What follows belongs to an exercise in optimizing a design on an open flow for small area, a short achievable clock period and few clock cycles per item; a production flow would make more cautious choices.
No run shown here included a check of the RTL's function; only the layout flow was run.
No activity file was given, so power comes from the tool's default toggle rates.

## flow/design.v (module list and top-level ports; edited modules follow where they fit)
// module csa_fa: 9 lines
// module binary_neuron: 966 lines
module binary_neuron (
    input  logic                    clk,
    input  logic                    reset,
    input  logic                    in_valid,
    output logic                    in_ready,
    input  logic [320:0]            in_req,
    output logic                    out_valid,
    input  logic                    out_ready,
    output logic [9:0]              out_sum
);
  // ...
==> flow/flow/run.sh <==
#!/bin/bash
# The standard layout (standard.sh: ORFS synthesis to final layout), with
# one change: the input and output ports are buffered with the smallest
# buffer, sky130_fd_sc_hd__buf_1, instead of the cell buffer_ports picks by
# default (clkdlybuf4s50_1).  Later repair steps may still resize them.
set -euo pipefail
export BUFFER_PORTS_ARGS="-buffer_cell sky130_fd_sc_hd__buf_1"
bash standard.sh > standard_flow.log 2>&1
==> flow/standard.sh <==
#!/bin/bash
# synth_recipe.tcl (not shown) runs the flow's synth.tcl, then flattens the netlist and writes it again
# the make line also repeats each setting of config.mk as NAME=value (left out here)
make -C /OpenROAD-flow-scripts/flow DESIGN_CONFIG=/design/flow/config.mk WORK_HOME=/design/flow/orfs CLKGATE_MAP_FILE= SYNTH_SCRIPT=/design/flow/synth_recipe.tcl "${@:-finish}"
==> flow/config.mk <==
export PLATFORM = sky130hd
export DESIGN_NAME = binary_neuron
export DESIGN_NICKNAME = binary_neuron
export VERILOG_FILES = /design/flow/design.v
export SDC_FILE = /design/flow/constraint.sdc
export NUM_CORES = 4
export LEC_CHECK = 0
export CAP_MARGIN = 20
export CORE_MARGIN = 2
export CORE_UTILIZATION = 40
export SETUP_SLACK_MARGIN = 3.6
export SLEW_MARGIN = 20
export SYNTH_HIERARCHICAL = 1
export SYNTH_MINIMUM_KEEP_SIZE = 0
==> flow/constraint.sdc <==
create_clock -name core_clock -period 6.0 [get_ports {clk}]
set_input_delay 1.2000 -clock core_clock [delete_from_list [all_inputs] [get_ports {clk}]]
set_output_delay 1.2000 -clock core_clock [all_outputs]
set_load 0.01 [all_outputs]
==> metrics.md, run 1 <==
| Metric | Value |
|---|---|
| Run status | `finished clean` |
| Cell count after placement | `1963` |
| Die Wd | `195 um` |
| Post-DP HPWL | `30200 um` |
| Filler-free cell count of the finished design | `2022` |
| Routed WL per cell | `17.4 um` |
| Max Slew Vio Count | `0` |
| Peak VDD IR | `0.000452 V` |
| CTS max path bufs | `3` |
| Inverters | `34` |
| Count of plain and timing-repair buffers in the layout | `347` |
| Most common cell in the netlist | `fa_1` |
| Endpoints failing setup | `0` |
| Seq/Total Area, Yosys | `36.9%` |
| Syn avg cell area | `12.6 um2` |
| F_max | `0.379 GHz` |
| Cell depth of the worst setup path | `7` |
| Synth Register Bits | `245` |
| P_comb | `5.21 mW` |
| Layout clock area frac | `4.32%` |
| Mapped cell area | `14700 um2` |
| Hold path endpoint | `r3_s63$_DFF_P_` |
| Final setup margin | `3.36 ns` |
| I/O Buffers | `336` |
| RSZ-0062 raised after global routing | `yes` |
| Uppermost layer routed | `met4` |
| Data required time of the worst path | `6.27 ns` |
| Routed met2 length | `19000 um` |
| GRT busiest layer | `met2` |
| Largest net degree at the start of global routing | `15` |
| Syn Nets | `1754` |
| Seq. pwr | `3.07 mW` |
| NumNets Final | `2126` |
| Slew margin rel. | `56.2%` |
| Synth Flop Type | `dfxtp_1` |
| Kind of critical path | `register to register` |
| Final hold slack | `0.332 ns` |
| Multi-input combinational cell count | `880` |
| Core region area | `36300 um2` |
| Register Area | `5410 um2` |
| # resized after CTS | `98` |
| DRC viols | `0` |
==> inputs of run 2 (changes only) <==
--- a/flow/design.v
+++ b/flow/design.v
@@ -208,17 +208,17 @@
     wire p1_62 = in_req[70] ^ (~in_req[2] & in_req[69]);
     wire p2_62 = in_req[71] ^ (~in_req[2] & (in_req[69] | in_req[70]));
     wire q3_62 = ~(in_req[72] ^ (~in_req[2] & (in_req[69] | in_req[70] | in_req[71])));
     wire p1_63 = in_req[66] ^ (~in_req[1] & in_req[65]);
     wire p2_63 = in_req[67] ^ (~in_req[1] & (in_req[65] | in_req[66]));
     wire q3_63 = ~(in_req[68] ^ (~in_req[1] & (in_req[65] | in_req[66] | in_req[67])));
     logic r1_s39, r1_s41, r1_s43, r1_s45, r1_s47, r1_s49, r1_s51, r1_s53, r1_s55, r1_s107, r1_c44, r1_c46, r1_c48, r1_c50, r1_c52, r1_c54, r1_c56, r1_s109, r1_s111, r1_s113, r1_s115, r1_s117, r1_s119, r1_s121, r1_s123, r1_s125, r1_s127, r1_s129, r1_s131, r1_s133, r1_s135, r1_c110, r1_c112, r1_c114, r1_c116, r1_c118, r1_c120, r1_c122, r1_c124, r1_c126, r1_c128, r1_c130, r1_c132, r1_c134, r1_c136, r1_s203, r1_s205, r1_s207, r1_s209, r1_s211, r1_s213, r1_s215, r1_s217, r1_s219, r1_s221, r1_s223, r1_s225, r1_s227, r1_s229, r1_s231, r1_s311, r1_s313, r1_c204, r1_c206, r1_c208, r1_c210, r1_c212, r1_c214, r1_c216, r1_c218, r1_c220, r1_c222, r1_c224, r1_c226, r1_c228, r1_c230, r1_c232, r1_s315, r1_s317, r1_s319, r1_s321, r1_s323, r1_s325, r1_s327, r1_s329, r1_s331, r1_s333, r1_s335, r1_s337, r1_s339, r1_s341, r1_c314, r1_c316, r1_c318, r1_c320, r1_c322, r1_c324, r1_c326, r1_c328, r1_c330, r1_c332, r1_c334, r1_c336, r1_c338, r1_c340, r1_c342, r1_s393, r1_s395, r1_s397, r1_s399, r1_s401, r1_s403, r1_s405, r1_c394, r1_c396, r1_c398, r1_c400, r1_c402, r1_c404, r1_c406;
     logic r2_s265, r2_s267, r2_s269, r2_s379, r2_c268, r2_s381, r2_c270, r2_s383, r2_s385, r2_c376, r2_c378, r2_c380, r2_s433, r2_c382, r2_s435, r2_s437, r2_s439, r2_c384, r2_c386, r2_s459, r2_s461, r2_s463, r2_c434, r2_c436, r2_c438, r2_s465, r2_c440, r2_s467, r2_s483, r2_c464, r2_c466, r2_c468, r2_s485, r2_c484, r2_c486, r2_s63, r2_s157, r2_s159;
-    logic r3_s447, r3_c392, r3_s449, r3_c448, r3_s475, r3_c450, r3_s477, r3_s489, r3_c476, r3_s491, r3_c478, r3_c492, r3_s499, r3_c498, r3_c500, r3_s63, r3_s157, r3_s271, r3_s391, r3_s159;
+    logic r3_s447, r3_c392, r3_s449, r3_s477, r3_s479, r3_c478, r3_s493, r3_c480, r3_c492, r3_s499, r3_c494, r3_c498, r3_c500, r3_s63, r3_s157, r3_s271, r3_s391, r3_s159;
     wire s1 = ~(in_req[317] ^ in_req[313]);
     wire c2 = in_req[317] | in_req[313];
     wire s3, c4;
     csa_fa u_s3 (.a(in_req[309]), .b(in_req[305]), .c(in_req[301]), .s(s3), .co(c4));
     wire s5, c6;
     csa_fa u_s5 (.a(in_req[297]), .b(in_req[293]), .c(in_req[289]), .s(s5), .co(c6));
     wire s7, c8;
     csa_fa u_s7 (.a(in_req[285]), .b(in_req[281]), .c(in_req[277]), .s(s7), .co(c8));
@@ -688,72 +688,70 @@
     csa_fa u_s471 (.a(r2_c434), .b(r2_c436), .c(r2_c438), .s(s471), .co(c472));
     wire s473, c474;
     csa_fa u_s473 (.a(r2_s465), .b(r2_c440), .c(r2_s467), .s(s473), .co(c474));
     wire s475, c476;
     csa_fa u_s475 (.a(c442), .b(s469), .c(c444), .s(s475), .co(c476));
     wire s477, c478;
     csa_fa u_s477 (.a(s471), .b(s473), .c(c446), .s(s477), .co(c478));
     wire s479, c480;
-    csa_fa u_s479 (.a(r3_c448), .b(r3_s475), .c(r3_c450), .s(s479), .co(c480));
+    csa_fa u_s479 (.a(c448), .b(s475), .c(c450), .s(s479), .co(c480));
     wire s481, c482;
-    csa_fa u_s481 (.a(r3_s477), .b(c452), .c(s479), .s(s481), .co(c482));
+    csa_fa u_s481 (.a(r3_s477), .b(c452), .c(r3_s479), .s(s481), .co(c482));
     wire s483 = ~(c454 ^ c456);
     wire c484 = c454 | c456;
     wire s485, c486;
     csa_fa u_s485 (.a(c458), .b(c460), .c(c462), .s(s485), .co(c486));
     wire s487, c488;
     csa_fa u_s487 (.a(r2_s483), .b(r2_c464), .c(r2_c466), .s(s487), .co(c488));
     wire s489, c490;
     csa_fa u_s489 (.a(r2_c468), .b(r2_s485), .c(c470), .s(s489), .co(c490));
     wire s491, c492;
     csa_fa u_s491 (.a(c472), .b(s487), .c(c474), .s(s491), .co(c492));
     wire s493, c494;
-    csa_fa u_s493 (.a(r3_s489), .b(r3_c476), .c(r3_s491), .s(s493), .co(c494));
+    csa_fa u_s493 (.a(s489), .b(c476), .c(s491), .s(s493), .co(c494));
     wire s495, c496;
-    csa_fa u_s495 (.a(r3_c478), .b(s493), .c(c480), .s(s495), .co(c496));
+    csa_fa u_s495 (.a(r3_c478), .b(r3_s493), .c(r3_c480), .s(s495), .co(c496));
     wire s497 = ~(r2_c484 ^ r2_c486);
     wire c498 = r2_c484 | r2_c486;
     wire s499, c500;
     csa_fa u_s499 (.a(c488), .b(s497), .c(c490), .s(s499), .co(c500));
     wire s501, c502;
-    csa_fa u_s501 (.a(r3_c492), .b(r3_s499), .c(c494), .s(s501), .co(c502));
+    csa_fa u_s501 (.a(r3_c492), .b(r3_s499), .c(r3_c494), .s(s501), .co(c502));
     wire s503 = ~(r3_c498 ^ r3_c500);
     wire c504 = r3_c498 | r3_c500;
     wire [9:0] row_a = {c504, s503, s501, s495, s481, s451, r3_s391, r3_s271, r3_s157, r3_s63};
     wire [9:0] row_b = {1'b0, c502, c496, c482, 1'b0, 1'b0, 1'b0, 1'b0, r3_s159, 1'b0};
     wire [9:0] total = row_a + row_b;
-    logic [2:0] pending;         
-    logic [2:0] pending_next;
-    logic        accept, pop;
-    assign accept   = in_valid && in_ready;
-    assign pop      = out_valid && out_ready;
+    logic         accept, pop;
+    logic [4:0] pending, pending_next;
+    assign accept = in_valid && in_ready;
+    assign pop    = out_valid && out_ready;
     always_comb begin
-        pending_next = pending;
-        if (accept && !pop) begin
-            pending_next = pending + 1'b1;
-        end else if (pop && !accept) begin
-            pending_next = pending - 1'b1;
-        end
+        case ({accept, pop})
+            2'b10:   pending_next = {pending[3:0], 1'b1};
+            2'b01:   pending_next = {1'b0, pending[4:1]};
+            default: pending_next = pending;
+        endcase
     end
     always_ff @(posedge clk) begin
         if (reset) begin
             pending  <= '0;
             in_ready <= 1'b1;
         end else begin
             pending  <= pending_next;
-            in_ready <= (pending_next != 3'd5);
+            in_ready <= !pending_next[4];
         end
     end
     logic [3:1] stage_valid;
     always_ff @(posedge clk) begin
         if (reset) begin
             stage_valid <= '0;
         end else begin
-            stage_valid <= {stage_valid[3:1], accept};
+            stage_valid <= {stage_valid[2:1], accept};
         end
     end
     always_ff @(posedge clk) begin
         r1_s39 <= s39;
         r1_s41 <= s41;
         r1_s43 <= s43;
         r1_s45 <= s45;
         r1_s47 <= s47;
@@ -912,66 +910,75 @@
         r2_s63 <= s63;
         r2_s157 <= s157;
         r2_s159 <= s159;
     end
     always_ff @(posedge clk) begin
         r3_s447 <= s447;
         r3_c392 <= c392;
         r3_s449 <= s449;
-        r3_c448 <= c448;
-        r3_s475 <= s475;
-        r3_c450 <= c450;
         r3_s477 <= s477;
-        r3_s489 <= s489;
-        r3_c476 <= c476;
-        r3_s491 <= s491;
+        r3_s479 <= s479;
         r3_c478 <= c478;
+        r3_s493 <= s493;
+        r3_c480 <= c480;
         r3_c492 <= c492;
         r3_s499 <= s499;
+        r3_c494 <= c494;
         r3_c498 <= c498;
         r3_c500 <= c500;
         r3_s63 <= r2_s63;
         r3_s157 <= r2_s157;
         r3_s271 <= s271;
         r3_s391 <= s391;
         r3_s159 <= r2_s159;
     end
-    logic [9:0]    q_data [0:3];
-    logic [1:0]  q_wr, q_rd;
-    logic [2:0]  q_count;
-    logic          q_empty;
-    logic          result;          
-    logic          head_load;       
-    logic          q_push, q_pull;
+    logic [9:0]      q_data [0:3];
+    logic [3:0]    q_wr, q_rd, q_occ;
+    logic [9:0]      q_head;
+    logic            q_empty;
+    logic            result;        
+    logic            head_load;     
+    logic            q_push, q_pull;
     assign result    = stage_valid[3];
-    assign q_empty   = (q_count == '0);
+    assign q_empty   = !q_occ[0];
     assign head_load = !out_valid || out_ready;
     assign q_pull    = head_load && !q_empty;
     assign q_push    = result && !(head_load && q_empty);
     always_ff @(posedge clk) begin
         if (reset) begin
-            q_wr    <= '0;
-            q_rd    <= '0;
-            q_count <= '0;
+            q_wr  <= 4'd1;
+            q_rd  <= 4'd1;
+            q_occ <= '0;
         end else begin
-            if (q_push) q_wr <= (q_wr == 2'd3) ? '0 : q_wr + 1'b1;
-            if (q_pull) q_rd <= (q_rd == 2'd3) ? '0 : q_rd + 1'b1;
-            if (q_push && !q_pull) q_count <= q_count + 1'b1;
-            else if (q_pull && !q_push) q_count <= q_count - 1'b1;
+            if (q_push) q_wr <= {q_wr[2:0], q_wr[3]};
+            if (q_pull) q_rd <= {q_rd[2:0], q_rd[3]};
+            case ({q_push, q_pull})
+                2'b10:   q_occ <= {q_occ[2:0], 1'b1};
+                2'b01:   q_occ <= {1'b0, q_occ[3:1]};
+                default: ;
+            endcase
         end
     end
     always_ff @(posedge clk) begin
-        if (q_push) q_data[q_wr] <= total;
+        for (int i = 0; i < 4; i++) begin
+            if (q_push && q_wr[i]) q_data[i] <= total;
+        end
+    end
+    always_comb begin
+        q_head = '0;
+        for (int i = 0; i < 4; i++) begin
+            q_head = q_head | (q_data[i] & {10{q_rd[i]}});
+        end
     end
     always_ff @(posedge clk) begin
         if (reset) begin
             out_valid <= 1'b0;
         end else if (head_load) begin
             out_valid <= !q_empty || result;
         end
     end
     always_ff @(posedge clk) begin
         if (head_load) begin
-            out_sum <= q_empty ? total : q_data[q_rd];
+            out_sum <= q_empty ? total : q_head;
         end
     end
 endmodule
==> flow/config.mk (replaced) <==
export PLATFORM = sky130hd
export DESIGN_NAME = binary_neuron
export DESIGN_NICKNAME = binary_neuron
export VERILOG_FILES = /design/flow/design.v
export SDC_FILE = /design/flow/constraint.sdc
export NUM_CORES = 4
export LEC_CHECK = 0
export CAP_MARGIN = 20
export CORE_MARGIN = 2
export CORE_UTILIZATION = 40
export CTS_BUF_LIST = sky130_fd_sc_hd__clkbuf_4 sky130_fd_sc_hd__clkbuf_8
export SLEW_MARGIN = 20
export SYNTH_HIERARCHICAL = 1
export SYNTH_MINIMUM_KEEP_SIZE = 0
==> metrics.md, run 2 <==
| Metric | Value |
|---|---|
| Cell count after placement | `1974 (was 1963)` |
| Synth Register Bits | `248 (was 245)` |
| Post-synth EDFFs | `50 (unchanged)` |
| Synth top area share | `33.4% (was 33.3%)` |
| Die ar. | `38000 um2 (was 38200 um2)` |
| Slew margin rel. | `40.3% (was 56.2%)` |
| Mapped Cells | `1188 (was 1163)` |
| Total Routing Usage GR | `18.7% (about the same)` |
| Startpoint Class | `register (unchanged)` |
| Syn Nets | `1773 (was 1754)` |
| Synth Flop Type | `dfxtp_1 (unchanged)` |
| Peak VDD IR | `0.000269 V (was 0.000452 V)` |
| Post-synthesis cell type count | `33 (was 34)` |
| Worst Setup SP | `r3_s447$_DFF_P_ (was r3_s489$_DFF_P_)` |
| Rows | `69 (was 70)` |
| NumNets Final | `2141 (was 2126)` |
| Uppermost layer routed | `met4 (unchanged)` |
| Vias | `9331 (was 9276)` |
| Max Slew Vio Count | `0 (unchanged)` |
| DR pass1 iterations | `9 (was 4)` |
| Min-delay worst type | `register to register (unchanged)` |
| Synth area leaders | `fa_1, dfxtp_1, edfxtp_1 (unchanged)` |
| Post-route setup TNS | `0 ns (unchanged)` |
| Post-CTS setup buffer count | `0 (was 3)` |
| Via density | `4.55 (was 4.59)` |
| Leak | `6.45 nW (was 7.52 nW)` |
| Data required time of the worst path | `6.39 ns (was 6.27 ns)` |
| Commonest non-fill, non-tap cell in the layout | `buf_1 (unchanged)` |
| Most frequent cells in the layout | `buf_1, fa_1, nor2_1 (was buf_1, dfxtp_1, nor2_1)` |
| Die Wd | `195 um (about the same)` |
| Largest net degree at the start of global routing | `27 (was 15)` |
| Endpoints failing hold | `0 (unchanged)` |
| Area delta synth->final | `18.5% (was 30.9%)` |
| Dpl ws | `2.83 ns (was 2.82 ns)` |
| CP max-delay cell | `fa_1 (unchanged)` |
| Mapped cell area | `14600 um2 (was 14700 um2)` |
| CTS max path bufs | `3 (unchanged)` |
| Slowest stage delay, CP | `0.44 ns (was 0.57 ns)` |
| F_max | `0.373 GHz (was 0.379 GHz)` |
| Cell depth of the worst setup path | `7 (unchanged)` |
| Fraction of layout cells with a size suffix above 1 | `4.85% (was 29.2%)` |
| Worst Setup EP | `out_sum[9]$_DFFE_PN_ (unchanged)` |
| Routed WL per cell | `17.2 um (was 17.4 um)` |
| Reg-to-reg startpoint | `r3_s447$_DFF_P_ (was r3_s489$_DFF_P_)` |
| Vias in the first global route | `10100 (about the same)` |
| Post-DP HPWL | `30600 um (was 30200 um)` |
| Clk slew on worst S/H paths | `0.06 ns (about the same)` |
| Largest reg by FF count | `q_data (unchanged)` |
| Antenna violations before repair | `1 (was 0)` |
| Crit end category | `register (unchanged)` |
| Cell family with most CP delay | `adder cells (unchanged)` |
| Clk_skew | `0.0298 ns (was 0.0198 ns)` |
| RSZ-0062 raised after global routing | `no (was yes)` |
| Max FFs per register | `40 (unchanged)` |
| Area leader, netlist | `fa_1 (unchanged)` |
| Min Tclk post-route | `2.68 ns (was 2.64 ns)` |
| YS warnings | `8 (was 7)` |
| Worst path buffer plus inverter count | `0 (unchanged)` |
| R2r endpoint | `out_sum[9]$_DFFE_PN_ (unchanged)` |
| Ys async rst share | `0% (unchanged)` |
| TritonCTS clock tree | `built (unchanged)` |
| Most common cell in the netlist | `fa_1 (unchanged)` |
| Largest registers | `q_data: 40 flops, out_sum: 10 flops, pending: 5 flops (was q_data: 40 flops, out_sum: 10 flops)` |
| DRC viols | `0 (unchanged)` |
| Initial core utilization | `40.8% (was 40.3%)` |
| Clock latency on the worst-skew pair | `0.55 ns (was 0.53 ns)` |
| Cells on worst reg2reg path | `7 (unchanged)` |
| Max-cap violations | `0 (unchanged)` |
| Syn avg cell area | `12.3 um2 (was 12.6 um2)` |
| Routability Congestion | `0.828 (was 0.849)` |
| Crit-path max FO | `5 (was 4)` |
| I/O Buffers | `336 (unchanged)` |
| Iter 0 DRT Violations | `322 (was 238)` |
| Hold buffers post-CTS | `0 (unchanged)` |
| Detail Route Antenna Nets | `0 (unchanged)` |
| Met3 wire len | `1530 um (was 1330 um)` |
| IO Count | `337 (unchanged)` |
| CTS Buf Count | `41 (was 27)` |
| Finished Cell Area | `17300 um2 (was 19200 um2)` |
| WL met1 | `14300 um (was 14200 um)` |
| Critical-path cell list | `fa_1 -> fa_1 -> ha_1 -> and4_1 -> a221oi_2 -> xor2_1 -> o21a_1 (was fa_1 -> fa_2 -> ha_4 -> nand4_1 -> o2111ai_2 -> xnor2_2 -> mux2_2)` |
| H-tree depth | `2 (was 1)` |
| Kind of critical path | `register to register (unchanged)` |
| Crit path DAT | `3.07 ns (was 2.91 ns)` |
| Worst slew pin tran | `0.895 ns (was 0.654 ns)` |
| Post-Route WL | `35200 um (about the same)` |
| Crit path top cell by count | `fa_1` |
| Final setup margin | `3.32 ns (was 3.36 ns)` |
| First-pass GRT wire length | `54000 um (was 54300 um)` |
| Final core utilization | `48.3% (was 52.8%)` |
| CTS root buf | `clkbuf_8 (was clkbuf_16)` |
| Routed met2 length | `18900 um (was 19000 um)` |
| GRT overflow | `0 (unchanged)` |
| Run status | `finished clean (unchanged)` |
| # clock sinks | `248 (was 245)` |
| Area after DPL | `16400 um2 (was 17400 um2)` |
| Endpoints failing setup | `0 (unchanged)` |
| # resized after CTS | `0 (was 98)` |
| Seq/Total Area, Yosys | `37.5% (was 36.9%)` |
| Core region area | `35700 um2 (was 36300 um2)` |
| Die Y | `195 um (about the same)` |
| Fin crit share | `44.7% (was 44.0%)` |
| Power Density | `497 nW/um2 (was 512 nW/um2)` |
| Filler-free cell count of the finished design | `2050 (was 2022)` |
| Reg2Reg Setup Slack | `3.32 ns (was 3.36 ns)` |
| Synth top cells by count | `fa_1, nor2_1, dfxtp_1 (unchanged)` |
## run 2: logic make-up (layout without fill, tap and decap cells)
kind of cell | count (synthesis) | count (layout) | share of synthesized area (%)
xor+xnor | 199 | 199 | 12.0
buf+inv | 47 | 447 | 1.22
compound gates | 56 | 56 | 2.65
fa+ha+maj | 260 | 260 | 34.8
other cells | 0 | 1 | 0
simple gates | 376 | 376 | 11.7
flops | 248 | 248 | 37.5
mux | 2 | 2 | 0.137
## run 2: worst register-to-register path, stage by stage, from the launching register on
cell      delay, ns
dfxtp_1        0.32
fa_1           0.44
fa_1           0.40
ha_1           0.35
and4_1         0.18
a221oi_2       0.27
xor2_1         0.38
o21a_1         0.19
## run 2: where the power goes
group	total [mW]	internal (mW)	switching [mW]	leakage (nW)
clock network	1.58	0.905	0.676	0.481
registers	2.96	2.59	0.366	2.13
logic	4.04	1.84	2.20	3.85
total	8.58	5.34	3.24	6.45
## run 2: worst min path at each step
| stage | start | end | slack, ns | depth (start not counted) |
|---|---|---|---|---|
| 2_1_floorplan | r2_s157$_DFF_P_ | r3_s157$_DFF_P_ | 0.31 | 0 |
| 3_3_place_gp | r2_s157$_DFF_P_ | r3_s157$_DFF_P_ | 0.31 | 0 |
| 3_5_place_dp | r2_s159$_DFF_P_ | r3_s159$_DFF_P_ | 0.31 | 0 |
| 4_1_cts | r2_s159$_DFF_P_ | r3_s159$_DFF_P_ | 0.33 | 0 |
| 5_1_grt | r2_s159$_DFF_P_ | r3_s159$_DFF_P_ | 0.33 | 0 |
| 6_report | r2_s157$_DFF_P_ | r3_s157$_DFF_P_ | 0.32 | 0 |
## run 2: per-stage QoR
stage | total power [mW] | hold slack [ns]
after floorplan | 5.53 | 0.310
after global placement | 6.97 | 0.313
after detailed placement | 7.16 | 0.312
after CTS | 8.78 | 0.326
after global routing | 9.40 | 0.333
final | 8.58 | 0.324
## run 2: area by class of cell
class,count,area (um2)
fill,3291,18500
sequential,248,5470
timing repair buffer,336,1260
inverter,36,135
tap,461,577
clock inverter,17,154
multi-input combinational,893,8930
clock buffer,58,748
antenna,1,2.50
## run 2: per-layer routing
layer,up-vias,track usage (%)
li1,4542,-
met5,-,0
met4,0,4.01
met3,34,2.64
met1,4501,23.1
met2,254,34.7
## run 2: Yosys stat by module, one instance, submodules excluded
module	times used	flip-flops and latches
binary_neuron	1	248
csa_fa	243	0

## re-timing with driven ports
No port has a modelled driver above. Below, the same layouts with a new extraction and two added sets of constraints. Step 1 sets driving cells, clkbuf_16 on the clock port and buf_2 on the other inputs (assumed; they add their load-dependent delay and slew). Step 2 also shifts input and output timing later by t, the mid clock arrival at the registers, as if the neighbouring blocks saw the same clock. Slacks: ideal ports / drivers / drivers and shift; pairs: ideal ports / drivers.
| run | t (ns) | slack for setup (ns) | slew at the worst register clock pin (ns) |
|---|---|---|---|
| run 1 | 0.570 | 3.361 / 3.361 / 3.002 | 0.07 / 0.07 |
| run 2 | 0.571 | 3.320 / 3.320 / 2.923 | 0.07 / 0.07 |
After both steps setup and hold are still met in every run listed. For run 2, which loses most, drivers alone change the setup slack by 0.000 ns; drivers and shift together by -0.397 ns.
